Context: an optimization exercise on an open-source flow, tuned for a short achievable clock period and few clock cycles. The choices shown serve that exercise and are no tape-out recipe.
RTL that was checked went through simulation tests only; none was proved equivalent to the original.
The RTL of run 1 was laid out without a check of its function.
No activity file was given, so power comes from the tool's default toggle rates.

$ cat design/flow/design.v
`timescale 1ns/1ps
module fetch_decode #(
	parameter logic [31:0] RESET_PC = '0,
	parameter int DEPTH = 4,
	parameter int PREF = 3,
	parameter bit BYPASS = 1'b1,
	localparam int IW = 12 + 3 + 7 + 7 + 7 + 16
) (
	input logic clk,
	input logic rst_n,
	output logic fetch_ok,
	output logic fetch_pref,
	output logic [31:0] fetch_addr,
	input logic fetch_start,
	input logic fw_valid,
	input logic [31:0] fw_data,
	output logic cand_valid,
	output logic [IW-1:0] cand,
	output logic ir_valid,
	output logic [IW-1:0] ir,
	input logic issue,
	output logic [7:1] kill_f
);
	localparam int CAP = DEPTH + 1;
	logic [31:0] pc;
	logic [CAP-1:0] cred;
	logic stop;
	logic [DEPTH-1:0] vld;
	logic [IW-1:0] bw [DEPTH];
	logic shift;
	logic [IW-1:0] fw_pd;
	logic take;
	logic from_buf;
	function automatic logic [7:1] onehot(input logic [2:0] r);
		for (int i = 1; i < 8; i++)
			onehot[i] = (r == 3'(i));
	endfunction
	function automatic logic [IW-1:0] predecode(input logic [31:0] w);
		logic [3:0] op;
		logic [2:0] rd;
		logic is_alu, is_sub, is_addi, is_ld, is_st, is_halt, writes;
		op = w[31:28];
		rd = w[26:24];
		is_alu = (op <= 4'h4);
		is_sub = (op == 4'h1);
		is_addi = (op == 4'h5);
		is_ld = (op == 4'h6) && (rd != 3'd0);
		is_st = (op == 4'h7);
		is_halt = (op == 4'hf);
		writes = (is_alu || is_addi || is_ld) && (rd != 3'd0);
		predecode = {
			is_ld || is_st,                          
			is_halt,                                 
			is_st,                                   
			is_ld,                                   
			writes,                                  
			is_alu || is_st,                         
			is_alu || is_addi || is_ld || is_st,     
			is_alu,                                  
			(op == 4'h4),                            
			(op == 4'h3),                            
			(op == 4'h2),                            
			is_sub,                                  
			rd, onehot(w[22:20]), onehot(w[18:16]),
			writes ? onehot(rd) : 7'd0, w[15:0]};
	endfunction
	function automatic logic [7:1] reads(input logic [IW-1:0] x);
		reads = (x[45] ? x[36:30] : 7'd0) | (x[46] ? x[29:23] : 7'd0);
	endfunction
	logic [7:1] rd_any;
	assign fw_pd = predecode(fw_data);
	always_comb begin
		rd_any = ir_valid ? reads(ir) : 7'd0;
		for (int i = 0; i < DEPTH; i++)
			if (vld[i])
				rd_any = rd_any | reads(bw[i]);
	end
	assign kill_f = {7{fw_valid && fw_pd[47]}} & fw_pd[22:16] & ~rd_any & ~reads(fw_pd);
	assign fetch_addr = pc;
	assign fetch_ok = cred[0] && !stop;
	assign fetch_pref = cred[PREF-1];
	assign from_buf = vld[0];
	assign cand_valid = from_buf || (BYPASS && fw_valid);
	assign cand = (!BYPASS || from_buf) ? bw[0] : fw_pd;
	assign take = issue || !ir_valid;
	always_ff @(posedge clk) begin
		if (!rst_n) begin
			pc <= RESET_PC;
			cred <= '1;
			stop <= 1'b0;
			vld <= '0;
			ir_valid <= 1'b0;
		end else begin
			if (fetch_start)
				pc <= pc + 32'd4;
			if (fetch_start && !issue)
				cred <= {1'b0, cred[CAP-1:1]};
			else if (!fetch_start && issue)
				cred <= {cred[CAP-2:0], 1'b1};
			if (fw_valid && fw_data[31:28] == 4'hf)
				stop <= 1'b1;
			if (shift && !fw_valid)
				vld <= {1'b0, vld[DEPTH-1:1]};
			else if (fw_valid && !take)
				vld <= {vld[DEPTH-2:0], 1'b1};
			if (take)
				ir_valid <= cand_valid;
		end
	end
	assign shift = take && from_buf;
	always_ff @(posedge clk) begin
		for (int i = 0; i < DEPTH; i++) begin
			if (shift) begin
				if (fw_valid && vld[i] && (i == DEPTH - 1 || !vld[(i < DEPTH - 1) ? i + 1 : i]))
					bw[i] <= fw_pd;
				else if (i < DEPTH - 1)
					bw[i] <= bw[(i < DEPTH - 1) ? i + 1 : i];
			end else if (fw_valid && !vld[i] && (i == 0 || vld[(i > 0) ? i - 1 : i])) begin
				bw[i] <= fw_pd;
			end
		end
		if (take)
			ir <= cand;
	end
endmodule
`timescale 1ns/1ps
module execute_unit #(
	localparam int IW = 12 + 3 + 7 + 7 + 7 + 16
) (
	input logic clk,
	input logic rst_n,
	input logic cand_valid,
	input logic [7:1] kill_f,
	input logic [IW-1:0] cand,
	input logic ir_valid,
	input logic [IW-1:0] ir,
	output logic issue,
	output logic [7:1] rd_a_oh,
	output logic [7:1] rd_b_oh,
	input logic [31:0] rd_a_data,
	input logic [31:0] rd_b_data,
	output logic wb_we,
	output logic [2:0] wb_rd,
	output logic [31:0] wb_data,
	input logic ld_valid,
	input logic [2:0] ld_rd,
	output logic data_ok,
	output logic data_write,
	output logic [31:0] data_addr,
	output logic [31:0] data_wdata,
	output logic [2:0] data_rd,
	input logic data_start,
	output logic dq_empty,
	output logic [7:1] kill,
	output logic halt_done
);
	typedef struct packed {
		logic mem, halt, st, ld, wr, urb, ura, breg, is_xor, is_or, is_and, sub;
		logic [2:0] rd;
		logic [7:1] ra_oh, rb_oh, rd_oh;
		logic [15:0] imm;
	} inst_t;
	inst_t d, c;
	logic hz;
	logic halt_issued;
	logic [7:1] pend, pend_n;
	logic [7:1] bsy_n;
	logic room0, room1;
	logic h_stay, h_new0, h_new1;
	logic ex_valid;
	logic [31:0] ex_g, ex_p, ex_wd;
	logic ex_cin;
	logic ex_sel_and, ex_sel_or, ex_sel_xor;
	logic [2:0] ex_rd;
	logic [7:1] ex_rd_oh;
	logic ex_wr, ex_ld, ex_st, ex_halt;
	logic [31:0] g16;
	logic [31:16] p16;
	logic [31:0] carry;
	logic [31:0] res;
	logic wb_valid;
	logic [31:0] wb_g, wb_p, wb_g16;
	logic [31:16] wb_p16;
	logic wb_cin;
	logic wb_sel_and, wb_sel_or, wb_sel_xor;
	logic [31:0] wb_wd;
	logic [7:1] wb_rd_oh;
	logic wb_wr, wb_ld, wb_st, wb_halt;
	logic wb_dead, wb_dead_now;
	logic [7:0] kill8;
	logic dq_occ1, dq_occ2;
	logic dq_rp, dq_wp;
	logic dq_w [2];
	logic dq_dead [2];
	logic skip;
	logic [31:0] dq_a [2];
	logic [31:0] dq_d [2];
	logic [2:0] dq_r [2];
	logic push;
	logic wb_mem_n;
	logic [31:0] op_b;
	assign d = inst_t'(ir);
	assign c = inst_t'(cand);
	assign rd_a_oh = d.ra_oh;
	assign rd_b_oh = d.rb_oh;
	assign issue = ir_valid && !hz && !halt_issued;
	assign kill = ({7{issue && d.wr}} & d.rd_oh) | kill_f;
	assign kill8 = {kill, 1'b0};
	assign wb_dead_now = wb_dead || kill8[wb_rd];
	always_comb begin
		for (int i = 1; i < 8; i++)
			pend_n[i] = (pend[i] || (wb_valid && wb_ld && wb_rd_oh[i])) &&
				!(ld_valid && ld_rd == 3'(i));
	end
	assign bsy_n = ({7{ex_valid}} & ex_rd_oh) | pend_n;
	assign wb_mem_n = ex_valid && (ex_ld || ex_st);
	assign room0 = (!dq_occ1 && !(push && wb_mem_n)) ||
		(dq_occ1 && !dq_occ2 && !push && !wb_mem_n);
	assign room1 = !dq_occ1 && !push && !wb_mem_n;
	assign h_stay = (d.ura && |(d.ra_oh & bsy_n)) || (d.urb && |(d.rb_oh & bsy_n)) ||
		(d.mem && !room0);
	assign h_new0 = (c.ura && |(c.ra_oh & bsy_n)) || (c.urb && |(c.rb_oh & bsy_n)) ||
		(c.mem && !room0);
	assign h_new1 = h_new0 ||
		(c.ura && |(c.ra_oh & d.rd_oh)) || (c.urb && |(c.rb_oh & d.rd_oh)) ||
		(c.mem && d.mem && !room1);
	always_ff @(posedge clk) begin
		if (!rst_n) begin
			ex_valid <= 1'b0;
			wb_valid <= 1'b0;
			halt_issued <= 1'b0;
			halt_done <= 1'b0;
			hz <= 1'b0;
		end else begin
			ex_valid <= issue;
			wb_valid <= ex_valid;
			if (issue && d.halt)
				halt_issued <= 1'b1;
			if (wb_valid && wb_halt)
				halt_done <= 1'b1;
			hz <= issue ? h_new1 : (ir_valid ? h_stay : h_new0);
		end
	end
	assign op_b = d.breg ? (d.sub ? ~rd_b_data : rd_b_data) : {{16{d.imm[15]}}, d.imm};
	always_ff @(posedge clk) begin
		ex_g <= rd_a_data & op_b;
		ex_p <= rd_a_data ^ op_b;
		ex_cin <= d.sub;
		ex_wd <= rd_b_data;
		ex_sel_and <= d.is_and;
		ex_sel_or <= d.is_or;
		ex_sel_xor <= d.is_xor;
		ex_rd <= d.rd;
		ex_rd_oh <= d.rd_oh;
		ex_wr <= d.wr;
		ex_ld <= d.ld;
		ex_st <= d.st;
		ex_halt <= d.halt;
	end
	always_comb begin
		logic [31:0] gg, pp, gn, pn;
		gg = ex_g;
		pp = ex_p;
		gg[0] = ex_g[0] | (ex_p[0] & ex_cin);
		for (int sp = 1; sp < 16; sp = sp * 2) begin
			gn = gg;
			pn = pp;
			for (int i = sp; i < 32; i++) begin
				gn[i] = gg[i] | (pp[i] & gg[i - sp]);
				pn[i] = pp[i] & pp[i - sp];
			end
			gg = gn;
			pp = pn;
		end
		g16 = gg;
		p16 = pp[31:16];
	end
	always_ff @(posedge clk) begin
		wb_g <= ex_g;
		wb_p <= ex_p;
		wb_g16 <= g16;
		wb_p16 <= p16;
		wb_cin <= ex_cin;
		wb_sel_and <= ex_sel_and;
		wb_sel_or <= ex_sel_or;
		wb_sel_xor <= ex_sel_xor;
		wb_wd <= ex_wd;
		wb_rd <= ex_rd;
		wb_rd_oh <= ex_rd_oh;
		wb_wr <= ex_wr;
		wb_ld <= ex_ld;
		wb_st <= ex_st;
		wb_halt <= ex_halt;
		wb_dead <= kill8[ex_rd];
	end
	always_comb begin
		logic [31:0] g32;
		g32 = wb_g16;
		for (int i = 16; i < 32; i++)
			g32[i] = wb_g16[i] | (wb_p16[i] & wb_g16[i - 16]);
		carry = {g32[30:0], wb_cin};
	end
	always_comb begin
		if (wb_sel_and) res = wb_g;
		else if (wb_sel_or) res = wb_g | wb_p;
		else if (wb_sel_xor) res = wb_p;
		else res = wb_p ^ carry;
	end
	assign wb_data = res;
	assign wb_we = wb_valid && wb_wr && !wb_ld;
	always_ff @(posedge clk) begin
		if (!rst_n)
			pend <= '0;
		else
			for (int i = 1; i < 8; i++)
				pend[i] <= (pend[i] || (wb_valid && wb_ld && !wb_dead_now && wb_rd_oh[i])) &&
					!(ld_valid && ld_rd == 3'(i)) && !kill[i];
	end
	assign push = wb_valid && (wb_ld || wb_st);
	assign data_ok = dq_occ1 && !dq_dead[dq_rp];
	assign skip = dq_occ1 && dq_dead[dq_rp];
	assign dq_empty = !dq_occ1;
	assign data_write = dq_w[dq_rp];
	assign data_addr = dq_a[dq_rp];
	assign data_wdata = dq_d[dq_rp];
	assign data_rd = dq_r[dq_rp];
	always_ff @(posedge clk) begin
		if (!rst_n) begin
			dq_occ1 <= 1'b0;
			dq_occ2 <= 1'b0;
			dq_rp <= 1'b0;
			dq_wp <= 1'b0;
		end else begin
			if (push && !(data_start || skip)) begin
				dq_occ1 <= 1'b1;
				dq_occ2 <= dq_occ1;
			end else if (!push && (data_start || skip)) begin
				dq_occ1 <= dq_occ2;
				dq_occ2 <= 1'b0;
			end
			if (push)
				dq_wp <= !dq_wp;
			if (data_start || skip)
				dq_rp <= !dq_rp;
		end
	end
	always_ff @(posedge clk) begin
		for (int i = 0; i < 2; i++) begin
			if (push && dq_wp == 1'(i))
				dq_dead[i] <= wb_ld && wb_dead_now;
			else if (!dq_w[i] && kill8[dq_r[i]])
				dq_dead[i] <= 1'b1;
		end
	end
	always_ff @(posedge clk) begin
		if (push) begin
			dq_w[dq_wp] <= wb_st;
			dq_a[dq_wp] <= wb_data;
			dq_d[dq_wp] <= wb_wd;
			dq_r[dq_wp] <= wb_rd;
		end
	end
endmodule
`timescale 1ns/1ps
module reg_result (
	input logic clk,
	input logic rst_n,
	input logic [7:1] rd_a_oh,
	input logic [7:1] rd_b_oh,
	output logic [31:0] rd_a_data,
	output logic [31:0] rd_b_data,
	input logic ex_we,
	input logic [2:0] ex_rd,
	input logic [31:0] ex_data,
	input logic ld_we,
	input logic [2:0] ld_rd,
	input logic [31:0] ld_data
);
	logic [31:0] regs [1:7];
	logic [7:1] rv;
	always_comb begin
		rd_a_data = '0;
		rd_b_data = '0;
		for (int i = 1; i < 8; i++) begin
			rd_a_data = rd_a_data | (regs[i] & {32{rd_a_oh[i] && rv[i]}});
			rd_b_data = rd_b_data | (regs[i] & {32{rd_b_oh[i] && rv[i]}});
		end
	end
	for (genvar i = 1; i < 8; i++) begin : g_reg
		always_ff @(posedge clk) begin
			if (ld_we && ld_rd == 3'(i))
				regs[i] <= ld_data;
			else if (ex_we && ex_rd == 3'(i))
				regs[i] <= ex_data;
		end
		always_ff @(posedge clk) begin
			if (!rst_n)
				rv[i] <= 1'b0;
			else if ((ld_we && ld_rd == 3'(i)) || (ex_we && ex_rd == 3'(i)))
				rv[i] <= 1'b1;
		end
	end
endmodule
`timescale 1ns/1ps
module mem_bus_guard #(
	parameter bit FETCH_FIRST = 1'b1
) (
	input logic clk,
	input logic rst_n,
	input logic fetch_ok,
	input logic fetch_pref,
	input logic [31:0] fetch_addr,
	output logic fetch_start,
	input logic data_ok,
	input logic data_write,
	input logic [31:0] data_addr,
	input logic [31:0] data_wdata,
	input logic [2:0] data_rd,
	output logic data_start,
	input logic [7:1] kill,
	output logic rq_valid,
	output logic rq_fetch,
	output logic rq_dead,
	output logic [2:0] rq_rd,
	output logic [31:0] rq_data,
	output logic bus_free,
	output logic psel,
	output logic penable,
	output logic pwrite,
	output logic [31:0] paddr,
	output logic [31:0] pwdata,
	input logic [31:0] prdata,
	input logic pready
);
	logic done;
	logic free;
	logic start;
	logic pick_data;
	logic cur_fetch;
	logic cur_dead;
	logic [2:0] cur_rd;
	logic [7:0] kill8;
	assign kill8 = {kill, 1'b0};
	assign done = penable && pready;
	assign free = !psel || done;
	assign pick_data = FETCH_FIRST ? (data_ok && !(fetch_ok && fetch_pref)) : data_ok;
	assign start = free && (data_ok || fetch_ok);
	assign data_start = free && pick_data;
	assign fetch_start = free && !pick_data && fetch_ok;
	assign bus_free = free;
	always_ff @(posedge clk) begin
		if (!rst_n) begin
			psel <= 1'b0;
			penable <= 1'b0;
		end else if (start) begin
			psel <= 1'b1;
			penable <= 1'b0;
		end else if (done) begin
			psel <= 1'b0;
			penable <= 1'b0;
		end else if (psel) begin
			penable <= 1'b1;
		end
	end
	logic hold_write;
	logic [31:0] hold_addr;
	logic [31:0] hold_wdata;
	logic [31:0] next_addr;
	logic next_write;
	assign next_addr = pick_data ? data_addr : fetch_addr;
	assign next_write = pick_data && data_write;
	always_ff @(posedge clk) begin
		if (start || !psel) begin
			hold_write <= next_write;
			hold_addr <= next_addr;
			hold_wdata <= data_wdata;
		end
		pwrite <= start ? next_write : hold_write;
		paddr <= start ? next_addr : hold_addr;
		pwdata <= start ? data_wdata : hold_wdata;
	end
	always_ff @(posedge clk) begin
		if (start) begin
			cur_fetch <= !pick_data;
			cur_rd <= data_rd;
		end
	end
	always_ff @(posedge clk) begin
		if (start)
			cur_dead <= pick_data && kill8[data_rd];
		else if (kill8[cur_rd])
			cur_dead <= 1'b1;
	end
	always_ff @(posedge clk) begin
		if (!rst_n)
			rq_valid <= 1'b0;
		else
			rq_valid <= done && !pwrite;
		rq_fetch <= cur_fetch;
		rq_dead <= cur_dead || kill8[cur_rd];
		rq_rd <= cur_rd;
		rq_data <= prdata;
	end
endmodule
`timescale 1ns/1ps
module cpu_top #(
	parameter logic [31:0] RESET_PC = 32'h0000_0000
) (
	input logic clk,
	input logic rst_n,
	output logic halted,
	output logic psel,
	output logic penable,
	output logic pwrite,
	output logic [31:0] paddr,
	output logic [31:0] pwdata,
	input logic [31:0] prdata,
	input logic pready
);
	logic fetch_ok;
	logic fetch_pref;
	logic [31:0] fetch_addr;
	logic fetch_start;
	logic data_ok;
	logic data_write;
	logic [31:0] data_addr;
	logic [31:0] data_wdata;
	logic [2:0] data_rd;
	logic data_start;
	logic rq_valid;
	logic rq_fetch;
	logic rq_dead;
	logic dq_empty;
	logic [7:1] kill;
	logic [7:1] kill_f;
	logic [2:0] rq_rd;
	logic [31:0] rq_data;
	logic bus_free;
	logic ir_valid;
	localparam int IW = 12 + 3 + 7 + 7 + 7 + 16;
	logic cand_valid;
	logic [IW-1:0] cand;
	logic [IW-1:0] ir;
	logic issue;
	logic [7:1] rd_a_oh, rd_b_oh;
	logic [31:0] rd_a_data, rd_b_data;
	logic wb_we;
	logic [2:0] wb_rd;
	logic [31:0] wb_data;
	logic halt_done;
	fetch_decode #(
		.RESET_PC(RESET_PC)
	) i_fetch_decode (
		.clk(clk),
		.rst_n(rst_n),
		.fetch_ok(fetch_ok),
		.fetch_pref(fetch_pref),
		.fetch_addr(fetch_addr),
		.fetch_start(fetch_start),
		.fw_valid(rq_valid && rq_fetch),
		.fw_data(rq_data),
		.cand_valid(cand_valid),
		.cand(cand),
		.ir_valid(ir_valid),
		.ir(ir),
		.issue(issue),
		.kill_f(kill_f)
	);
	execute_unit i_execute_unit (
		.clk(clk),
		.rst_n(rst_n),
		.cand_valid(cand_valid),
		.kill_f(kill_f),
		.cand(cand),
		.ir_valid(ir_valid),
		.ir(ir),
		.issue(issue),
		.rd_a_oh(rd_a_oh),
		.rd_b_oh(rd_b_oh),
		.rd_a_data(rd_a_data),
		.rd_b_data(rd_b_data),
		.wb_we(wb_we),
		.wb_rd(wb_rd),
		.wb_data(wb_data),
		.ld_valid(rq_valid && !rq_fetch && !rq_dead),
		.ld_rd(rq_rd),
		.data_ok(data_ok),
		.data_write(data_write),
		.data_addr(data_addr),
		.data_wdata(data_wdata),
		.data_rd(data_rd),
		.data_start(data_start),
		.dq_empty(dq_empty),
		.kill(kill),
		.halt_done(halt_done)
	);
	reg_result i_reg_result (
		.clk(clk),
		.rst_n(rst_n),
		.rd_a_oh(rd_a_oh),
		.rd_b_oh(rd_b_oh),
		.rd_a_data(rd_a_data),
		.rd_b_data(rd_b_data),
		.ex_we(wb_we),
		.ex_rd(wb_rd),
		.ex_data(wb_data),
		.ld_we(rq_valid && !rq_fetch && !rq_dead),
		.ld_rd(rq_rd),
		.ld_data(rq_data)
	);
	mem_bus_guard i_mem_bus_guard (
		.clk(clk),
		.rst_n(rst_n),
		.fetch_ok(fetch_ok),
		.fetch_pref(fetch_pref),
		.fetch_addr(fetch_addr),
		.fetch_start(fetch_start),
		.data_ok(data_ok),
		.data_write(data_write),
		.data_addr(data_addr),
		.data_wdata(data_wdata),
		.data_rd(data_rd),
		.data_start(data_start),
		.kill(kill),
		.rq_valid(rq_valid),
		.rq_fetch(rq_fetch),
		.rq_dead(rq_dead),
		.rq_rd(rq_rd),
		.rq_data(rq_data),
		.bus_free(bus_free),
		.psel(psel),
		.penable(penable),
		.pwrite(pwrite),
		.paddr(paddr),
		.pwdata(pwdata),
		.prdata(prdata),
		.pready(pready)
	);
	always_ff @(posedge clk) begin
		if (!rst_n)
			halted <= 1'b0;
		else if (halt_done && dq_empty && bus_free)
			halted <= 1'b1;
	end
endmodule
$ cat design/flow/run.sh
#!/bin/bash
# synth_recipe.tcl (not shown) runs the flow's synth.tcl, then flattens the netlist and writes it again
# the make line also repeats each setting of config.mk as NAME=value (left out here)
make -C /OpenROAD-flow-scripts/flow DESIGN_CONFIG=/design/flow/config.mk WORK_HOME=/design/flow/orfs CLKGATE_MAP_FILE= SYNTH_SCRIPT=/design/flow/synth_recipe.tcl finish
$ cat design/flow/config.mk
export PLATFORM = sky130hd
export DESIGN_NAME = cpu_top
export DESIGN_NICKNAME = cpu_top
export VERILOG_FILES = /design/flow/design.v
export SDC_FILE = /design/flow/constraint.sdc
export NUM_CORES = 4
export LEC_CHECK = 0
export ABC_CLOCK_PERIOD_IN_PS = 1500
export CAP_MARGIN = 20
export CORE_MARGIN = 2
export CORE_UTILIZATION = 40
export SETUP_SLACK_MARGIN = 4.6
export SLEW_MARGIN = 20
$ cat design/flow/constraint.sdc
create_clock -name core_clock -period 7.0 [get_ports {clk}]
set_input_delay 1.4000 -clock core_clock [delete_from_list [all_inputs] [get_ports {clk}]]
set_output_delay 1.4000 -clock core_clock [all_outputs]
set_load 0.01 [all_outputs]
==> results of run 1 <==
layout make-up:
cell class	instances	area, µm²
well taps	1512	1890
multi-input cells	2176	15600
clock buffers	174	3470
fillers	10042	59900
inverters	91	348
flip-flops and latches	1138	29800
repair buffers	254	2450
clock inverters	54	532
routing by layer:
layer / track usage (%) / vias to the layer above / wire length, µm
li1: - / 13706 / -
met1: 28.8 / 14745 / 53800
met2: 34.0 / 1332 / 58300
met3: 4.13 / 306 / 10500
met4: 9.38 / 2 / 6070
met5: 0 / - / 7
kinds of logic after synthesis:
logic type | synth area share [%]
and+or+nand+nor | 8.69
DFF | 64.8
muxes | 10.6
buffers and inverters | 2.75
xor gates and xnor gates | 1.68
adders and majority gates | 0.955
AOI/OAI and AO/OA | 10.6
worst paths after layout:
kind                                    to  slack, ns
setup reg to reg  i_mem_bus_guard.cur_dead       4.21
hold / removal    i_execute_unit.wb_sel_or       0.33
hold reg to reg   i_execute_unit.wb_sel_or       0.33
setup / recovery  i_mem_bus_guard.cur_dead       4.21
state kept, by name, indices dropped and copies added, names as in the netlist, 30 cells and up, named ones only:
register / cells
i_execute_unit.dq_a: 64
i_execute_unit.dq_d: 64
i_execute_unit.ex_g: 32
i_execute_unit.ex_p: 32
i_execute_unit.ex_wd: 32
i_execute_unit.wb_g: 32
i_execute_unit.wb_g16: 31
i_execute_unit.wb_p: 32
i_execute_unit.wb_wd: 32
i_fetch_decode.bw: 208
i_fetch_decode.ir: 52
i_fetch_decode.pc: 30
i_mem_bus_guard.hold_addr: 32
i_mem_bus_guard.hold_wdata: 32
i_mem_bus_guard.paddr: 32
i_mem_bus_guard.pwdata: 32
i_mem_bus_guard.rq_data: 32
i_reg_result.regs: 224
cells in the mapped netlist (45+ instances only):
library cell	instances	area (µm²)
edfxtp_1	692	20800
dfxtp_1	446	8930
nand2_1	436	1640
mux2_2	384	4320
o21ai_0	220	1100
a22oi_1	219	1640
clkbuf_1	209	785
a21oi_1	146	731
nor2_1	130	488
inv_1	90	338
nand4_1	79	494
xnor2_1	49	429
mux2i_1	46	460
and2_1	45	282
nand3_1	45	225
critical path: cells and delay by family (launching register included):
family / cells / cell delay (ns)
AOI/OAI and AO/OA: 3 / 0.66
and+or+nand+nor: 3 / 0.75
buffers and inverters: 2 / 0.25
muxes: 1 / 0.48
DFF: 1 / 0.38
power by group through the flow:
stage | Clock (mW) | Combinational (mW) | Sequential (mW)
2_1_floorplan | 0 | 0.523 | 7.51
3_3_place_gp | 0 | 0.759 | 7.58
3_5_place_dp | 0 | 0.777 | 7.58
4_1_cts | 6.51 | 0.807 | 7.44
5_1_grt | 6.77 | 0.894 | 7.45
6_report | 6.38 | 0.827 | 7.44
cell usage in the layout (no fill, tap or decap), types with 43 or more instances in the layout:
| cell | count |
|---|---|
| a21oi_1 | 126 |
| a22oi_1 | 217 |
| and2_1 | 43 |
| buf_4 | 114 |
| buf_6 | 49 |
| clkbuf_16 | 122 |
| dfxtp_1 | 390 |
| edfxtp_1 | 692 |
| inv_1 | 86 |
| mux2_2 | 384 |
| mux2i_1 | 45 |
| nand2_1 | 427 |
| nand4_1 | 79 |
| nor2_1 | 121 |
| o21ai_0 | 207 |
| xnor2_1 | 49 |
what timing repair did:
item	4_1_cts	5_1_grt
resized for setup	448	63
pin swaps	43	21
setup endpoints to repair	1058	474
gates cloned	13	1
buffers inserted	57	27
stage by stage:
| stage | instances | utilization (%) | area [µm²] | hold slack, ns | setup slack, ns |
|---|---|---|---|---|---|
| after floorplan | 3633 | - | 46200 | 0.310 | 4.04 |
| after global placement | 5072 | 42.7 | 48700 | 0.310 | 2.91 |
| after detailed placement | 5073 | 42.7 | 48700 | 0.312 | 2.88 |
| after CTS | 5371 | 47.0 | 53600 | 0.326 | 4.23 |
| after global routing | 5399 | 47.4 | 54100 | 0.327 | 4.11 |
| final | 5399 | 47.4 | 54100 | 0.325 | 4.21 |
==> impl_metrics.json, run 1 <==
{
  "antenna_found_initial": 4,
  "combPwrFrac_pct": 5.6,
  "drv_slew": 0,
  "p_leak_nw": 20.0,
  "ys_seq_area_share_pct": 64.8,
  "vias": 30091,
  "outcome": "finished clean",
  "finClkSkew_ns": 0.0316,
  "swShare_pct": 22.1,
  "period_share_pct": 39.9,
  "drtAntennaViolNets": 0,
  "grt_pass1_vias": 29301,
  "p_sw_mw": 3.23,
  "grt.total_usage_pct": 21.5,
  "rows": 124,
  "rsz0062_at_grt": "yes",
  "synthDistinctLibCells": 73,
  "antennaDiodeCount": 0,
  "dp_hpwl_mm": 76.0,
  "cts_tree": "yes",
  "wl_mm": 129,
  "startpoint_type": "flop",
  "synth-edff-count": 692,
  "tns_ns": 0,
  "final_nets": 3850,
  "dieWidth_um": 343,
  "total_power_mw": 14.7,
  "min_path_cells": 0,
  "grt_pass1_wl_mm": 189,
  "cp_max_fo": 6,
  "htree_levels": 3,
  "rr_worst_depth": 9,
  "clock_sinks": 1138,
  "holdBufCountCts": 0,
  "worstPathRequired_ns": 7.43,
  "first_pass_iters": 6,
  "worst_setup_path_end_kind": "flop",
  "start_util_pct": 40.2,
  "power.share.sequential_pct": 50.8,
  "r2r-start": "i_mem_bus_guard.rq_fetch",
  "path_clk_slew_ns": 0.06,
  "synth-warning-count": 8,
  "worstHoldStart": "i_execute_unit.ex_sel_or",
  "drt-initial-drc-count": 3216,
  "io-pin-count": 103,
  "synth.avg_cell_area_um2": 12.6,
  "p_int_mw": 11.4,
  "critPathSlowestCell": "or4_4",
  "setup_violations": 0,
  "vdd_drop_max_uv": 197,
  "wl_per_cell_um": 23.8,
  "synth_area_um2": 45900,
  "die_h_um": 343,
  "relSlewSlack_pct": 36.9,
  "layout-drive-gt1-share_pct": 25.2,
  "area_growth_pct": 17.9,
  "startpoint": "i_mem_bus_guard.rq_fetch",
  "clock.fmax_mhz": 358,
  "drc": 0,
  "via_per_inst": 5.57,
  "root_buffer": "clkbuf_16",
  "globalplace.congestion": 0.903,
  "io_buffers": 102,
  "die-area_um2": 117000,
  "cts_buffers": 119,
  "yosys_most_used_dff": "edfxtp_1",
  "syn-num-nets": 3703,
  "insertion_delay_ns": 0.72,
  "grt_max_degree": 81,
  "pwr-share-clk_pct": 43.6,
  "min_path_type": "flop to flop",
  "crit_chain": "nand2_4, buf_12, or4_4, a21oi_1, a32o_2, inv_1, mux4_2, a21boi_2, or2_1",
  "clk_path_buf_depth": 3,
  "ys_seq_elements": 1138,
  "async_reset_ff_share_pct": 0,
  "slowest_delay_ns": 0.57,
  "final.min_clock_period_ns": 2.79,
  "gr-total-overflow": 0,
  "worstMarginPinSlew_ns": 0.946,
  "synthCells": 3633,
  "core_um2": 114000,
  "critical_path_class": "flop to flop",
  "cp.arrival_ns": 3.23,
  "pwr_density_cell_nw_per_um2": 271,
  "drv_cap": 0,
  "hold_viol": 0
}
==> inputs of run 2 (changes only) <==
--- a/design/flow/design.v
+++ b/design/flow/design.v
@@ -142,6 +142,6 @@
 	output logic wb_we,
-	output logic [2:0] wb_rd,
+	output logic [7:1] wb_rd,
 	output logic [31:0] wb_data,
 	input logic ld_valid,
-	input logic [2:0] ld_rd,
+	input logic [7:1] ld_rd,
 	output logic data_ok,
@@ -150,3 +150,3 @@
 	output logic [31:0] data_wdata,
-	output logic [2:0] data_rd,
+	output logic [7:1] data_rd,
 	input logic data_start,
@@ -173,3 +173,2 @@
 	logic ex_sel_and, ex_sel_or, ex_sel_xor;
-	logic [2:0] ex_rd;
 	logic [7:1] ex_rd_oh;
@@ -189,3 +188,2 @@
 	logic wb_dead, wb_dead_now;
-	logic [7:0] kill8;
 	logic dq_occ1, dq_occ2;
@@ -197,3 +195,3 @@
 	logic [31:0] dq_d [2];
-	logic [2:0] dq_r [2];
+	logic [7:1] dq_r [2];
 	logic push;
@@ -207,4 +205,3 @@
 	assign kill = ({7{issue && d.wr}} & d.rd_oh) | kill_f;
-	assign kill8 = {kill, 1'b0};
-	assign wb_dead_now = wb_dead || kill8[wb_rd];
+	assign wb_dead_now = wb_dead || |(kill & wb_rd_oh);
 	always_comb begin
@@ -212,3 +209,3 @@
 			pend_n[i] = (pend[i] || (wb_valid && wb_ld && wb_rd_oh[i])) &&
-				!(ld_valid && ld_rd == 3'(i));
+				!(ld_valid && ld_rd[i]);
 	end
@@ -252,3 +249,2 @@
 		ex_sel_xor <= d.is_xor;
-		ex_rd <= d.rd;
 		ex_rd_oh <= d.rd_oh;
@@ -287,3 +283,2 @@
 		wb_wd <= ex_wd;
-		wb_rd <= ex_rd;
 		wb_rd_oh <= ex_rd_oh;
@@ -293,3 +288,3 @@
 		wb_halt <= ex_halt;
-		wb_dead <= kill8[ex_rd];
+		wb_dead <= |(kill & ex_rd_oh);
 	end
@@ -310,2 +305,3 @@
 	assign wb_we = wb_valid && wb_wr && !wb_ld;
+	assign wb_rd = wb_rd_oh;
 	always_ff @(posedge clk) begin
@@ -316,3 +312,3 @@
 				pend[i] <= (pend[i] || (wb_valid && wb_ld && !wb_dead_now && wb_rd_oh[i])) &&
-					!(ld_valid && ld_rd == 3'(i)) && !kill[i];
+					!(ld_valid && ld_rd[i]) && !kill[i];
 	end
@@ -350,3 +346,3 @@
 				dq_dead[i] <= wb_ld && wb_dead_now;
-			else if (!dq_w[i] && kill8[dq_r[i]])
+			else if (!dq_w[i] && |(kill & dq_r[i]))
 				dq_dead[i] <= 1'b1;
@@ -359,3 +355,3 @@
 			dq_d[dq_wp] <= wb_wd;
-			dq_r[dq_wp] <= wb_rd;
+			dq_r[dq_wp] <= wb_rd_oh;
 		end
@@ -372,6 +368,6 @@
 	input logic ex_we,
-	input logic [2:0] ex_rd,
+	input logic [7:1] ex_rd,
 	input logic [31:0] ex_data,
 	input logic ld_we,
-	input logic [2:0] ld_rd,
+	input logic [7:1] ld_rd,
 	input logic [31:0] ld_data
@@ -390,5 +386,5 @@
 		always_ff @(posedge clk) begin
-			if (ld_we && ld_rd == 3'(i))
+			if (ld_we && ld_rd[i])
 				regs[i] <= ld_data;
-			else if (ex_we && ex_rd == 3'(i))
+			else if (ex_we && ex_rd[i])
 				regs[i] <= ex_data;
@@ -398,3 +394,3 @@
 				rv[i] <= 1'b0;
-			else if ((ld_we && ld_rd == 3'(i)) || (ex_we && ex_rd == 3'(i)))
+			else if ((ld_we && ld_rd[i]) || (ex_we && ex_rd[i]))
 				rv[i] <= 1'b1;
@@ -417,3 +413,3 @@
 	input logic [31:0] data_wdata,
-	input logic [2:0] data_rd,
+	input logic [7:1] data_rd,
 	output logic data_start,
@@ -423,3 +419,3 @@
 	output logic rq_dead,
-	output logic [2:0] rq_rd,
+	output logic [7:1] rq_rd,
 	output logic [31:0] rq_data,
@@ -438,13 +434,15 @@
 	logic pick_data;
+	logic halt_in;
+	logic fetch_go;
 	logic cur_fetch;
 	logic cur_dead;
-	logic [2:0] cur_rd;
-	logic [7:0] kill8;
-	assign kill8 = {kill, 1'b0};
+	logic [7:1] cur_rd;
 	assign done = penable && pready;
 	assign free = !psel || done;
-	assign pick_data = FETCH_FIRST ? (data_ok && !(fetch_ok && fetch_pref)) : data_ok;
-	assign start = free && (data_ok || fetch_ok);
+	assign halt_in = done && cur_fetch && (prdata[31:28] == 4'hf);
+	assign fetch_go = fetch_ok && !halt_in;
+	assign pick_data = FETCH_FIRST ? (data_ok && !(fetch_go && fetch_pref)) : data_ok;
+	assign start = free && (data_ok || fetch_go);
 	assign data_start = free && pick_data;
-	assign fetch_start = free && !pick_data && fetch_ok;
+	assign fetch_start = free && !pick_data && fetch_go;
 	assign bus_free = free;
@@ -489,4 +487,4 @@
 		if (start)
-			cur_dead <= pick_data && kill8[data_rd];
-		else if (kill8[cur_rd])
+			cur_dead <= pick_data && |(kill & data_rd);
+		else if (|(kill & cur_rd))
 			cur_dead <= 1'b1;
@@ -499,3 +497,3 @@
 		rq_fetch <= cur_fetch;
-		rq_dead <= cur_dead || kill8[cur_rd];
+		rq_dead <= cur_dead || |(kill & cur_rd);
 		rq_rd <= cur_rd;
@@ -527,3 +525,3 @@
 	logic [31:0] data_wdata;
-	logic [2:0] data_rd;
+	logic [7:1] data_rd;
 	logic data_start;
@@ -535,3 +533,3 @@
 	logic [7:1] kill_f;
-	logic [2:0] rq_rd;
+	logic [7:1] rq_rd;
 	logic [31:0] rq_data;
@@ -547,3 +545,3 @@
 	logic wb_we;
-	logic [2:0] wb_rd;
+	logic [7:1] wb_rd;
 	logic [31:0] wb_data;
--- a/design/flow/config.mk
+++ b/design/flow/config.mk
@@ -7,3 +7,3 @@
 export LEC_CHECK = 0
-export ABC_CLOCK_PERIOD_IN_PS = 1500
+export ABC_CLOCK_PERIOD_IN_PS = 1200
 export CAP_MARGIN = 20
@@ -11,3 +11,3 @@
 export CORE_UTILIZATION = 40
-export SETUP_SLACK_MARGIN = 4.6
+export SETUP_SLACK_MARGIN = 4.9
 export SLEW_MARGIN = 20
==> run 2 against run 1 <==
  * Still clean on timing, DRC and antenna
  * Clock power is 0.8% higher
  * Power is 0.64% lower
  * Area after synthesis is 0.96% lower
  * Hold slack worse by 0.0019 ns
  * Via count is 14% higher
  * Non-clock buffer count is 180 higher
  * Sequential share of layout area is 4.1 points lower
  * Die area is 0.95% lower
  * Critical path type is now input port to flop
==> impl_metrics.json, run 2 <==
{
  "outcome": "finished clean",
  "synth_top_family_by_area": "compound AO/OA/AOI/OAI gates",
  "holdBufCountCts": 0,
  "synth-warning-count": 8,
  "worstMarginPinSlew_ns": 0.860,
  "root_buffer": "clkbuf_16",
  "drc": 0,
  "final.min_clock_period_ns": 2.63,
  "drv_cap": 0,
  "die-area_um2": 116000,
  "yosys.area_share.adder_pct": 0.964,
  "rr_worst_depth": 9,
  "final_cell_mix": "edfxtp_1, nand2_1, o21ai_0",
  "hold_viol": 0,
  "path_clk_slew_ns": 0.06,
  "relSlewSlack_pct": 42.0,
  "synth-edff-count": 689,
  "start_util_pct": 40.4,
  "io_buffers": 102,
  "n_fill_cell": 9408,
  "synth_commonest_cells": "edfxtp_1, nand2_1, o21ai_0",
  "dp_slack_ns": 2.79,
  "via_per_inst": 5.88,
  "rows": 123,
  "worstHoldStart": "i_execute_unit.ex_wd[27]",
  "ys_seq_area_share_pct": 65.1,
  "insertion_delay_ns": 0.73,
  "layout-drive-gt1-share_pct": 26.4,
  "globalplace.congestion": 0.917,
  "die_h_um": 341,
  "yosysTopAreaCell": "edfxtp_1",
  "grt_pass1_vias": 32940,
  "gr-total-overflow": 0,
  "antenna_found_initial": 7,
  "wl_per_cell_um": 26.8,
  "setup_slack_ns": 4.37,
  "final_nets": 4291,
  "vdd_drop_max_uv": 213,
  "yosys-top-cells-area": "edfxtp_1, dfxtp_1, nand2_1",
  "startpoint": "prdata[30]",
  "async_reset_ff_share_pct": 0,
  "reg_top3": "i_reg_result.regs (224), i_fetch_decode.bw (196)",
  "finClkSkew_ns": 0.0444,
  "grt.total_usage_pct": 26.1,
  "synthCells": 3896,
  "synth-simple-area-share_pct": 10.8,
  "clock.fmax_mhz": 380,
  "drtAntennaViolNets": 0,
  "synthDistinctLibCells": 83,
  "htree_levels": 3,
  "io-pin-count": 103,
  "setup_violations": 0,
  "drv_slew": 0,
  "cts_buffers": 116,
  "clock_sinks": 1133,
  "tns_ns": 0,
  "synth_compound_area_share_pct": 13.7,
  "regArea_um2": 29700,
  "grt_max_degree": 78,
  "dieWidth_um": 341,
  "worst_setup_path_end_kind": "flop",
  "largest_register_ff_count": 224,
  "rsz0062_at_grt": "yes",
  "synth.avg_cell_area_um2": 11.7,
  "period_share_pct": 37.6,
  "cp.arrival_ns": 3.24,
  "wl_mm": 156,
  "cts_tree": "yes",
  "ys_seq_elements": 1133,
  "dp_hpwl_mm": 78.5,
  "first_pass_iters": 9,
  "yosys_most_used_dff": "edfxtp_1",
  "pwr_density_cell_nw_per_um2": 250,
  "synth_top_area_share_pct": 45.5,
  "p_leak_nw": 21.0,
  "min_path_cells": 0,
  "layout_commonest_cell": "edfxtp_1",
  "r2r-start": "i_fetch_decode.bw[3][45]",
  "synth_most_common_cell": "edfxtp_1",
  "critical_path_class": "input port to flop",
  "startpoint_type": "input port",
  "drt-initial-drc-count": 4633,
  "cp_max_fo": 8,
  "synth-xor-area-share_pct": 1.47,
  "area_growth_pct": 28.1,
  "synth_area_um2": 45400,
  "muxShareOfSynthArea_pct": 4.70,
  "regMostFlops": "i_reg_result.regs",
  "core_um2": 112000,
  "syn-num-nets": 3966,
  "multi_input_area_um2": 16900,
  "grt_pass1_wl_mm": 224,
  "min_path_type": "flop to flop",
  "vias": 34252,
  "clk_path_buf_depth": 3,
  "worstPathRequired_ns": 7.61
}
[run 2: cell count changes after synthesis, moves of 15 or more]
cell     previous run  this run
inv_1              90       119
o21ai_1             6        34
nor2_1            130        65
o21ai_0           220       457
nand2_1           436       672
a22oi_1           219       234
mux2_2            384       156
a21oi_1           146       110
buf_2               5        24
[run 2: area by class of cell]
type | instances | area share [%]
clock inverter | 55 | 0.980
sequential | 1133 | 51.1
clock buffer | 166 | 5.88
antenna | 4 | 0.0172
tap | 1500 | 3.22
timing repair buffer | 434 | 8.80
multi-input combinational | 2408 | 29.1
timing repair inverter | 3 | 0.0709
inverter | 125 | 0.894
[run 2: repair_timing]
item	in CTS	in global routing
setup buffers	208	47
setup endpoints to repair	1345	737
cloned	62	4
gates resized for setup	816	179
pin swaps	180	169
[run 2: cells by family after synthesis]
group / count (synthesis)
and+or+nand+nor: 1066
muxes: 194
adders and majority gates: 35
xor gates and xnor gates: 76
DFF: 1133
AOI/OAI and AO/OA: 1009
buffers and inverters: 383
[run 2: worst paths after layout]
path                                    end  slack (ns)
setup reg to reg  i_execute_unit.dq_dead[0]        4.53
setup / recovery  i_mem_bus_guard.paddr[29]        4.37
hold / removal     i_execute_unit.wb_wd[27]        0.32
hold reg to reg    i_execute_unit.wb_wd[27]        0.32
[run 2: per-stage QoR]
step / instance area, µm² / utilization, % / total power, mW / hold slack (ns) / instances
global route: 58200 / 51.7 / 14.9 / 0.326 / 5824
CTS: 56900 / 50.6 / 14.6 / 0.323 / 5773
detailed placement: 48100 / 42.8 / 8.09 / 0.312 / 5282
floorplan: 46000 / - / 7.82 / 0.310 / 3896
global placement: 48100 / 42.8 / 8.07 / 0.310 / 5282
finish: 58200 / 51.7 / 14.6 / 0.323 / 5828
[run 2: critical path, stage by stage]
cell	delay, ns
buf_8	0.07
nand3_4	0.14
o311a_4	0.43
buf_6	0.13
buf_6	0.11
nand2_8	0.07
buf_12	0.15
nand3_4	0.20
nand2_2	0.17
o21ai_2	0.08
mux2_4	0.27
[run 2: power breakdown]
part | leakage (nW) | internal, mW | switching, mW | total, mW
Combinational | 8.97 | 0.299 | 0.457 | 0.756
Sequential | 10.0 | 7.23 | 0.139 | 7.37
Clock | 1.96 | 3.71 | 2.72 | 6.43
Total | 21.0 | 11.2 | 3.31 | 14.6
[run 2: routing by layer]
metal	routed length (µm)	GRT usage [%]	vias up	share of wire [%]
li1	-	-	14950	-
met1	60000	34.6	16581	38
met2	68600	39.7	2179	44
met3	17800	6.05	542	11
met4	9780	14.1	0	6.3
met5	0	0	-	0
Testbench counts of run 2, summed over its fixed seeds: cycles 128,479.
==> inputs of run 3 (changes only) <==
--- a/design/flow/config.mk
+++ b/design/flow/config.mk
@@ -7,3 +7,3 @@
 export LEC_CHECK = 0
-export ABC_CLOCK_PERIOD_IN_PS = 1200
+export ABC_CLOCK_PERIOD_IN_PS = 1500
 export CAP_MARGIN = 20
@@ -11,3 +11,3 @@
 export CORE_UTILIZATION = 40
-export SETUP_SLACK_MARGIN = 4.9
+export SETUP_SLACK_MARGIN = 4.6
 export SLEW_MARGIN = 20
==> run 3 against run 2 <==
  * Combinational power decreased by 13%
  * Die area unchanged
  * Setup slack improved by 0.016 ns
  * Hold slack lost 0.020 ns
  * Still clean
  * Clock power fell by 3%
  * Register-to-register slack improved by 0.02 ns
  * Global-route usage is 2.4 points lower
  * Sequential power about the same
  * Count of clock-buffer cells in the layout fell by 5
  * Final area down 5.3%
  * Via count down 4.1%
  * First-iteration DRC count fell by 15%
==> impl_metrics.json, run 3 <==
{
  "die-area_um2": 116000,
  "io-pin-count": 103,
  "swShare_pct": 22.6,
  "syn-num-nets": 3966,
  "final_cell_mix": "edfxtp_1, nand2_1, o21ai_0",
  "grt_pass1_vias": 31614,
  "first_pass_iters": 6,
  "io_buffers": 102,
  "vdd_drop_max_uv": 264,
  "rsz0062_at_grt": "yes",
  "area_growth_pct": 21.3,
  "combPwrFrac_pct": 4.6,
  "ys_seq_area_share_pct": 65.1,
  "startpoint_type": "flop",
  "holdBufCountCts": 0,
  "async_reset_ff_share_pct": 0,
  "synth_top_area_share_pct": 45.5,
  "synth.avg_cell_area_um2": 11.7,
  "drc": 0,
  "via_per_inst": 5.78,
  "synth-warning-count": 8,
  "synth_most_common_cell": "edfxtp_1",
  "critPathSlowestCell": "dfxtp_4",
  "core_um2": 112000,
  "globalplace.congestion": 0.918,
  "tns_ns": 0,
  "wl_mm": 143,
  "finClkSkew_ns": 0.0461,
  "largest_register_ff_count": 224,
  "slowest_delay_ns": 0.39,
  "path_clk_slew_ns": 0.07,
  "yosysTopAreaCell": "edfxtp_1",
  "antenna_found_initial": 5,
  "final_nets": 4149,
  "reg_top3": "i_reg_result.regs (224), i_fetch_decode.bw (196)",
  "final.min_clock_period_ns": 2.61,
  "insertion_delay_ns": 0.72,
  "grt_pass1_wl_mm": 207,
  "min_path_type": "flop to flop",
  "dp_hpwl_mm": 78.3,
  "fin_area_um2": 55100,
  "pwr-share-clk_pct": 43.8,
  "outcome": "finished clean",
  "worstMarginPinSlew_ns": 1.12,
  "drtAntennaViolNets": 0,
  "relSlewSlack_pct": 25.5,
  "critical_path_class": "flop to output port",
  "critPathTopFamily": "flip-flops",
  "htree_levels": 3,
  "p_sw_mw": 3.23,
  "yosys-top-cells-area": "edfxtp_1, dfxtp_1, nand2_1",
  "cp_max_fo": 1,
  "cts_tree": "yes",
  "clk_path_buf_depth": 3,
  "crit_chain": "buf_6",
  "layout_commonest_cell": "edfxtp_1",
  "regMostFlops": "i_reg_result.regs",
  "worstPathRequired_ns": 5.60,
  "power.share.sequential_pct": 51.6,
  "layout-drive-gt1-share_pct": 21.0,
  "n_fill_cell": 9801,
  "antennaDiodeCount": 0,
  "grt_max_degree": 85,
  "drv_cap": 0,
  "setup_violations": 0,
  "root_buffer": "clkbuf_16",
  "path_buf_inv": 1,
  "gr-total-overflow": 0,
  "final_util_pct": 49.0,
  "cts_buffers": 116,
  "p_leak_nw": 19.6,
  "synth_commonest_cells": "edfxtp_1, nand2_1, o21ai_0",
  "clock.fmax_mhz": 382,
  "vias": 32857,
  "synth_area_um2": 45400,
  "dieWidth_um": 341,
  "drt-initial-drc-count": 3919,
  "worst_setup_path_end_kind": "output port",
  "die_h_um": 341,
  "cp.arrival_ns": 1.21,
  "pwr_density_cell_nw_per_um2": 259,
  "drv_slew": 0,
  "synthDistinctLibCells": 83,
  "synthCells": 3896,
  "place_area_um2": 48000,
  "start_util_pct": 40.4,
  "synth-edff-count": 689,
  "period_share_pct": 37.4,
  "yosys_most_used_dff": "edfxtp_1",
  "hold_viol": 0,
  "wl_per_cell_um": 25.2,
  "rows": 123,
  "ys_seq_elements": 1133,
  "clock_sinks": 1133,
  "grt.total_usage_pct": 23.7,
  "p_int_mw": 11.1
}
run 3: worst paths after layout:
check	startpoint	endpoint	slack (ns)	cells after the start
setup / recovery	i_mem_bus_guard.paddr[2]	paddr[2]	4.39	1
hold / removal	i_fetch_decode.ir[49]	i_execute_unit.ex_st	0.30	0
setup reg to reg	i_mem_bus_guard.rq_data[29]	i_execute_unit.wb_dead	4.55	10
hold reg to reg	i_fetch_decode.ir[49]	i_execute_unit.ex_st	0.30	0
run 3: cells by family (layout without fill, tap and decap cells):
logic type	count (synthesis)	after routing	synth area share (%)
AOI/OAI and AO/OA	1009	1010	13.7
xor gates and xnor gates	76	76	1.47
adders and majority gates	35	35	0.964
buffers and inverters	383	653	3.24
DFF	1133	1133	65.1
muxes	194	194	4.70
and+or+nand+nor	1066	1081	10.8
run 3: repair_timing:
item,4_1_cts,5_1_grt
gates cloned,36,4
buffers inserted,64,70
pin swaps,28,75
resized for setup,537,203
endpoints found under the setup margin,1046,548
run 3: layer usage:
layer / wire [µm] / global-route usage (%) / share of wire [%] / up-vias
met5: 0 / 0 / 0 / -
met4: 6690 / 10.0 / 4.7 / 0
met3: 14500 / 4.78 / 10 / 395
met2: 64300 / 36.9 / 45 / 1873
met1: 57700 / 32.2 / 40 / 15978
li1: - / - / - / 14611
run 3: stage by stage:
step                std cells  hold WS [ns]  power [mW]  setup WS, ns
floorplan                3896         0.310        7.81          4.15
global placement         5287         0.310        8.06          2.96
detailed placement       5287         0.312        8.08          2.89
CTS                      5608         0.312        14.3          4.34
global route             5682         0.311        14.7          4.35
finish                   5682         0.303        14.3          4.39
run 3: area by class of cell:
| cell class | count | area (µm²) | share of cell area, % |
|---|---|---|---|
| Sequential cell | 1133 | 29700 | 53.9 |
| Multi-Input combinational cell | 2396 | 15800 | 28.6 |
| Tap cell | 1500 | 1880 | 3.41 |
| Clock buffer | 161 | 3310 | 6.01 |
| Inverter | 125 | 508 | 0.922 |
| Timing Repair Buffer | 300 | 3240 | 5.87 |
| Clock inverter | 60 | 607 | 1.10 |
| Timing Repair inverter | 7 | 92.6 | 0.168 |
run 3: power by group through the flow:
stage / Combinational (mW) / Clock, mW / Sequential (mW)
3_5_place_dp: 0.558 / 0 / 7.52
2_1_floorplan: 0.370 / 0 / 7.44
3_3_place_gp: 0.542 / 0 / 7.52
4_1_cts: 0.611 / 6.35 / 7.37
5_1_grt: 0.715 / 6.59 / 7.38
6_report: 0.655 / 6.26 / 7.37
==> inputs of run 4 (changes only) <==
--- a/design/flow/config.mk
+++ b/design/flow/config.mk
@@ -10,3 +10,3 @@
 export CORE_MARGIN = 2
-export CORE_UTILIZATION = 40
+export CORE_UTILIZATION = 60
 export SETUP_SLACK_MARGIN = 4.6
==> run 4 against run 3 <==
  * Area after synthesis stayed put
  * Global-route usage up 12 points
  * Final area fell by 1.6%
  * Count of clock-buffer cells in the layout down 14
  * Utilization is 24 points higher
  * First-iteration DRC count rose by 9.5%
  * Critical path depth grew 11
  * Power up 0.99%
  * Synthesized cell count unchanged
  * Critical path type is now input port to flop
  * Largest cell class unchanged
  * Largest power group unchanged
==> impl_metrics.json, run 4 <==
{
  "period_share_pct": 37.8,
  "grt_pass1_wl_mm": 206,
  "final_cell_mix": "edfxtp_1, nand2_1, o21ai_0",
  "first_pass_iters": 6,
  "rows": 100,
  "wl_per_cell_um": 27.9,
  "synth_most_common_cell": "edfxtp_1",
  "relSlewSlack_pct": 18.0,
  "gr-total-overflow": 0,
  "synthDistinctLibCells": 83,
  "io-pin-count": 103,
  "drv_cap": 0,
  "worst_setup_path_end_kind": "flop",
  "antenna_found_initial": 8,
  "yosysTopAreaCell": "edfxtp_1",
  "rsz0062_at_grt": "yes",
  "die-area_um2": 77900,
  "clk_path_buf_depth": 3,
  "vdd_drop_max_uv": 227,
  "dp_hpwl_mm": 78.5,
  "hold_viol": 0,
  "root_buffer": "clkbuf_16",
  "synth-warning-count": 8,
  "async_reset_ff_share_pct": 0,
  "min_path_type": "flop to flop",
  "synthCells": 3896,
  "p_int_mw": 11.3,
  "io_buffers": 102,
  "rr_worst_depth": 10,
  "regMostFlops": "i_reg_result.regs",
  "synth_area_um2": 45400,
  "min_path_cells": 0,
  "fin_area_um2": 54200,
  "layout-drive-gt1-share_pct": 20.8,
  "via_per_inst": 6.56,
  "clock.fmax_mhz": 378,
  "critPathTopFamily": "simple AND/OR/NAND/NOR gates",
  "yosys_most_used_dff": "edfxtp_1",
  "grt_max_degree": 78,
  "drt-initial-drc-count": 4290,
  "cts_buffers": 111,
  "place_area_um2": 47300,
  "pwr-share-clk_pct": 44.3,
  "drtAntennaViolNets": 0,
  "dp_slack_ns": 2.82,
  "clock_sinks": 1133,
  "dieWidth_um": 279,
  "synth_commonest_cells": "edfxtp_1, nand2_1, o21ai_0",
  "syn-num-nets": 3966,
  "start_util_pct": 60.8,
  "dp_cells": 4751,
  "htree_levels": 3,
  "grt_pass1_vias": 32822,
  "combPwrFrac_pct": 4.6,
  "reg_top3": "i_reg_result.regs (224), i_fetch_decode.bw (196)",
  "path_buf_inv": 5,
  "layout_commonest_cell": "edfxtp_1",
  "area_growth_pct": 19.4,
  "drv_slew": 0,
  "pwr_density_cell_nw_per_um2": 266,
  "core_um2": 74700,
  "critical_path_class": "input port to flop",
  "critPathSlowestCell": "o311a_4",
  "ys_seq_area_share_pct": 65.1,
  "final.min_clock_period_ns": 2.65,
  "grt.total_usage_pct": 35.7,
  "p_sw_mw": 3.14,
  "finalNonFillerCells": 5117,
  "synth-edff-count": 689,
  "globalplace.congestion": 0.955,
  "vias": 33549,
  "crit_chain": "buf_8, nand3_4, o311a_4, buf_6, nand4_4, buf_6, buf_6, buf_6, nor2_4, nand3_2, xnor2_2, and2_1",
  "yosys-top-cells-area": "edfxtp_1, dfxtp_1, nand2_1",
  "slowest_delay_ns": 0.25,
  "cp.arrival_ns": 3.23,
  "finClkSkew_ns": 0.0234,
  "setup_violations": 0,
  "cp_max_fo": 5,
  "final_nets": 4120,
  "drc": 0,
  "outcome": "finished clean",
  "tns_ns": 0,
  "die_h_um": 279,
  "critPathMostFrequentCell": "buf_6",
  "swShare_pct": 21.8,
  "ys_seq_elements": 1133,
  "largest_register_ff_count": 224,
  "wl_mm": 143,
  "path_clk_slew_ns": 0.06,
  "cts_tree": "yes",
  "synth_top_area_share_pct": 45.5,
  "p_leak_nw": 19.6,
  "startpoint_type": "input port",
  "worstPathRequired_ns": 7.59,
  "synth.avg_cell_area_um2": 11.7,
  "setup_slack_ns": 4.35,
  "insertion_delay_ns": 0.69,
  "worstMarginPinSlew_ns": 1.23,
  "power.share.sequential_pct": 51.1,
  "cp.depth": 12
}
## run 4: layout make-up
class	count	area (µm²)
Sequential cell	1133	29700
Multi-Input combinational cell	2393	15600
Timing Repair Buffer	284	3180
Clock buffer	147	3130
Fill cell	4966	20500
Tap cell	969	1210
Antenna cell	1	2.50
Inverter	125	502
Clock inverter	63	831
Timing Repair inverter	2	20.0
## run 4: cell families (layout without fill, tap and decap cells)
logic type,count (synthesis),count (layout),synth area share (%)
compound gates,1009,1009,13.7
mux,194,194,4.70
fa+ha+maj,35,35,0.964
simple gates,1066,1079,10.8
other cells,0,1,0
flops,1133,1133,65.1
buf+inv,383,621,3.24
xor+xnor,76,76,1.47
## run 4: worst reg2reg max path, stage by stage, from the launching register on
cell	delay (ns)
dfxtp_1	1.07
a31oi_4	0.25
nand4_4	0.21
buf_6	0.11
buf_6	0.10
nor4_4	0.04
buf_6	0.15
buf_12	0.13
nand3_4	0.08
xnor2_2	0.07
and2_1	0.16
## run 4: metrics by stage
stage	util [%]	hold slack (ns)	power, mW
after floorplan	-	0.310	7.81
after global placement	63.3	0.311	8.05
after detailed placement	63.3	0.312	8.08
after CTS	71.2	0.320	14.4
after global routing	72.6	0.330	14.8
final	72.6	0.319	14.4
## run 4: final timing paths
| path | start | end | slack (ns) |
|---|---|---|---|
| max | prdata[29] | i_fetch_decode.pc[16] | 4.35 |
| min | i_execute_unit.ex_wd[17] | i_execute_unit.wb_wd[17] | 0.32 |
| min reg2reg | i_execute_unit.ex_wd[17] | i_execute_unit.wb_wd[17] | 0.32 |
| max reg2reg | i_execute_unit.dq_occ1 | i_fetch_decode.pc[21] | 4.53 |
## run 4: timing repair
action	in CTS	in global routing
gates cloned	27	8
setup buffers	80	40
pin swaps	66	59
setup endpoints to repair	1111	277
hold buffers	0	0
resized for setup	592	125
## run 4: routing by layer
metal / wire (µm) / global-route usage [%] / up-vias
li1: - / - / 14545
met1: 51900 / 45.3 / 16175
met2: 65100 / 55.7 / 2266
met3: 16700 / 9.35 / 561
met4: 9250 / 20.4 / 2
met5: 13 / 0 / -
## run 4: power groups by stage
| stage | registers, mW | clock network [mW] | logic (mW) |
|---|---|---|---|
| 2_1_floorplan | 7.44 | 0 | 0.370 |
| 3_3_place_gp | 7.51 | 0 | 0.541 |
| 3_5_place_dp | 7.52 | 0 | 0.567 |
| 4_1_cts | 7.37 | 6.43 | 0.618 |
| 5_1_grt | 7.38 | 6.70 | 0.718 |
| 6_report | 7.37 | 6.40 | 0.666 |
==> inputs of run 5 (changes only) <==
--- a/design/flow/design.v
+++ b/design/flow/design.v
@@ -434,4 +434,2 @@
 	logic pick_data;
-	logic halt_in;
-	logic fetch_go;
 	logic cur_fetch;
@@ -441,8 +439,6 @@
 	assign free = !psel || done;
-	assign halt_in = done && cur_fetch && (prdata[31:28] == 4'hf);
-	assign fetch_go = fetch_ok && !halt_in;
-	assign pick_data = FETCH_FIRST ? (data_ok && !(fetch_go && fetch_pref)) : data_ok;
-	assign start = free && (data_ok || fetch_go);
+	assign pick_data = FETCH_FIRST ? (data_ok && !(fetch_ok && fetch_pref)) : data_ok;
+	assign start = free && (data_ok || fetch_ok);
 	assign data_start = free && pick_data;
-	assign fetch_start = free && !pick_data && fetch_go;
+	assign fetch_start = free && !pick_data && fetch_ok;
 	assign bus_free = free;
--- a/design/flow/config.mk
+++ b/design/flow/config.mk
@@ -10,4 +10,4 @@
 export CORE_MARGIN = 2
-export CORE_UTILIZATION = 60
-export SETUP_SLACK_MARGIN = 4.6
+export CORE_UTILIZATION = 65
+export SETUP_SLACK_MARGIN = 4.7
 export SLEW_MARGIN = 20
==> run 5 against run 4 <==
  * Sequential share of layout area rose by 1.5 points
  * Flip-flop and latch count is the same
  * Cell count decreased by 1.3%
  * Largest power group unchanged
==> impl_metrics.json, run 5 <==
{
  "dp_hpwl_mm": 78.4,
  "cp.arrival_ns": 1.16,
  "critPathSlowestCell": "dfxtp_4",
  "synth_compound_area_share_pct": 13.5,
  "io_buffers": 102,
  "clk_path_buf_depth": 3,
  "gr-total-overflow": 0,
  "worstPathRequired_ns": 5.60,
  "antenna_found_initial": 8,
  "tns_ns": 0,
  "synth_top_area_share_pct": 45.8,
  "synth_top_family_by_area": "compound AO/OA/AOI/OAI gates",
  "final.min_clock_period_ns": 2.56,
  "grt.total_usage_pct": 38.6,
  "die-area_um2": 71600,
  "yosys.area_share.adder_pct": 0.969,
  "area_growth_pct": 16.9,
  "synth_most_common_cell": "edfxtp_1",
  "cts_tree": "yes",
  "pwr-share-clk_pct": 41.6,
  "outcome": "finished clean",
  "holdBufCountCts": 0,
  "synth-edff-count": 689,
  "final_cell_mix": "edfxtp_1, nand2_1, o21ai_0",
  "synth-warning-count": 8,
  "hold_viol": 0,
  "synth_commonest_cells": "edfxtp_1, nand2_1, o21ai_0",
  "ys_seq_elements": 1133,
  "swShare_pct": 22.3,
  "wl_mm": 143,
  "min_path_type": "flop to flop",
  "largest_register_ff_count": 224,
  "power.share.sequential_pct": 53.4,
  "p_sw_mw": 3.10,
  "die_h_um": 268,
  "vias": 33800,
  "clock.fmax_mhz": 391,
  "dieWidth_um": 268,
  "grt_pass1_wl_mm": 203,
  "synth-simple-area-share_pct": 10.5,
  "dp_slack_ns": 3.19,
  "regArea_um2": 29700,
  "critical_path_class": "flop to output port",
  "reg_top3": "i_reg_result.regs (224), i_fetch_decode.bw (196)",
  "yosys-top-cells-area": "edfxtp_1, dfxtp_1, nand2_1",
  "path_clk_slew_ns": 0.06,
  "yosysTopAreaCell": "edfxtp_1",
  "drv_cap": 0,
  "clock_sinks": 1133,
  "worstMarginPinSlew_ns": 1.28,
  "combPwrFrac_pct": 5.1,
  "pwr_density_cell_nw_per_um2": 263,
  "htree_levels": 3,
  "drv_slew": 0,
  "cts_buffers": 108,
  "layout_commonest_cell": "edfxtp_1",
  "synthCells": 3883,
  "ys_seq_area_share_pct": 65.5,
  "multi_input_area_um2": 14800,
  "wl_per_cell_um": 28.2,
  "vdd_drop_max_uv": 255,
  "start_util_pct": 65.8,
  "setup_violations": 0,
  "crit_chain": "buf_6",
  "globalplace.congestion": 1.01,
  "drc": 0,
  "slowest_delay_ns": 0.35,
  "layout-drive-gt1-share_pct": 18.4,
  "cp_max_fo": 2,
  "rsz0062_at_grt": "yes",
  "setup_slack_ns": 4.44,
  "io-pin-count": 103,
  "root_buffer": "clkbuf_16",
  "synth_area_um2": 45200,
  "relSlewSlack_pct": 15.0,
  "worst_setup_path_end_kind": "output port",
  "synthDistinctLibCells": 72,
  "via_per_inst": 6.69,
  "core_um2": 68700,
  "critPathTopFamily": "flip-flops",
  "p_leak_nw": 19.6,
  "regMostFlops": "i_reg_result.regs",
  "rows": 96,
  "drt-initial-drc-count": 5186,
  "p_int_mw": 10.8,
  "yosys_most_used_dff": "edfxtp_1",
  "drtAntennaViolNets": 0,
  "insertion_delay_ns": 0.68,
  "muxShareOfSynthArea_pct": 4.73,
  "finClkSkew_ns": 0.0288,
  "period_share_pct": 36.5,
  "synth-xor-area-share_pct": 1.53,
  "final_nets": 4087,
  "synth.avg_cell_area_um2": 11.6,
  "async_reset_ff_share_pct": 0,
  "n_fill_cell": 4332,
  "grt_max_degree": 92,
  "syn-num-nets": 3953,
  "first_pass_iters": 10,
  "path_buf_inv": 1,
  "grt_pass1_vias": 32518,
  "startpoint_type": "flop"
}
[run 5: cell count changes in the layout (fill, tap and decap cells not counted), sizes merged, moves of 8 or more]
cell	previous run	this run
nor2	66	119
and2	49	26
nand2	678	662
nand3	65	49
buf	239	226
bufinv	18	5
clkbuf	150	163
xor2	40	53
o21a	14	3
xnor2	36	26
a22oi	234	226
[run 5: power by group through the flow]
stage               Sequential, mW  Clock, mW  Combinational, mW
floorplan                     7.46          0              0.409
global placement              7.54          0              0.586
detailed placement            7.55          0              0.617
CTS                           7.40       5.80              0.660
global route                  7.41       6.06              0.756
finish                        7.40       5.77              0.702
[run 5: timing repair]
| item | 4_1_cts | 5_1_grt |
|---|---|---|
| buffers inserted | 73 | 43 |
| cloned | 18 | 7 |
| resized for setup | 516 | 91 |
| endpoints found under the setup margin | 1237 | 716 |
| pin swaps | 54 | 45 |
[run 5: kinds of logic (layout without fill, tap and decap cells)]
group | count (synthesis) | in the layout
flops | 1133 | 1133
simple gates | 1070 | 1072
mux | 194 | 194
fa+ha+maj | 35 | 35
buf+inv | 379 | 605
compound gates | 993 | 994
other cells | 0 | 6
xor+xnor | 79 | 79
[run 5: layer usage]
layer	GRT usage, %	part of all wire, %	vias up
met2	59.7	45	2578
li1	-	-	14411
met5	0.693	0.033	-
met4	22.7	7.3	8
met1	48.4	35	16109
met3	11.3	13	694
[run 5: worst paths after layout]
path	cells past startpoint	to	startpoint	slack (ns)
worst min-delay path	0	i_execute_unit.wb_p[31]	i_execute_unit.ex_p[31]	0.32
worst min register to register	0	i_execute_unit.wb_p[31]	i_execute_unit.ex_p[31]	0.32
worst max register to register	8	i_execute_unit.dq_dead[0]	i_fetch_decode.bw[1][46]	4.54
worst max-delay path	1	halted	halted	4.44
[run 5: area by class of cell]
cell class | instances | share of cell area [%]
inverter | 120 | 0.872
antenna | 6 | 0.0284
clock inverter | 47 | 0.820
tap | 931 | 2.21
clock buffer | 158 | 5.89
sequential | 1133 | 56.3
multi-input combinational | 2374 | 27.9
timing repair buffer | 280 | 5.99
[run 5: per-stage QoR]
step	area, µm²	instances	total power, mW	hold WS [ns]	utilization (%)
floorplan	45400	3883	7.87	0.310	-
global placement	46900	4697	8.13	0.312	68.2
detailed placement	46900	4697	8.17	0.312	68.2
CTS	52000	4993	13.9	0.322	75.7
global route	52800	5045	14.2	0.325	76.9
finish	52800	5049	13.9	0.323	76.9
Testbench counts of run 5, summed over its fixed seeds: cycles 128,659.

afterwards: timing with drivers on the ports:
No port has a modelled driver above. Below, the same layouts with a new extraction and two added sets of constraints.
Step 1, drivers: a clkbuf_16 drives clk and a buf_2 each remaining input, both assumed.
Step 2 adds t to the input delays and takes it off the output delays; t is the mean of the earliest and latest rising clock arrival at the registers after step 1. Input paths then give back, and output paths get back, about the clock's delay inside the block.
Slacks: no drivers / after step 1 / after step 2; pairs: no drivers / after step 1.
| run | shift t [ns] | slack for setup (ns) | worst hold slack (ns) | worst data-port slew with drivers (ns) | pins driven straight from the clock port |
|---|---|---|---|---|---|
| run 1 | 0.772 | 4.206 / 4.206 / 3.943 | 0.325 / 0.325 / 0.325 | 0.08 | 1 |
| run 2 | 0.784 | 4.369 / 4.304 / 3.610 | 0.323 / 0.323 / 0.323 | 0.05 | 1 |
| run 3 | 0.772 | 4.385 / 4.312 / 3.768 | 0.303 / 0.303 / 0.303 | 0.06 | 1 |
| run 4 | 0.755 | 4.352 / 4.379 / 3.626 | 0.319 / 0.319 / 0.319 | 0.06 | 1 |
| run 5 | 0.740 | 4.445 / 4.373 / 4.014 | 0.323 / 0.323 / 0.323 | 0.04 | 1 |
After both steps every run listed still meets setup and hold. For run 2, which loses most, drivers alone change the setup slack by -0.065 ns; drivers and shift together by -0.759 ns.
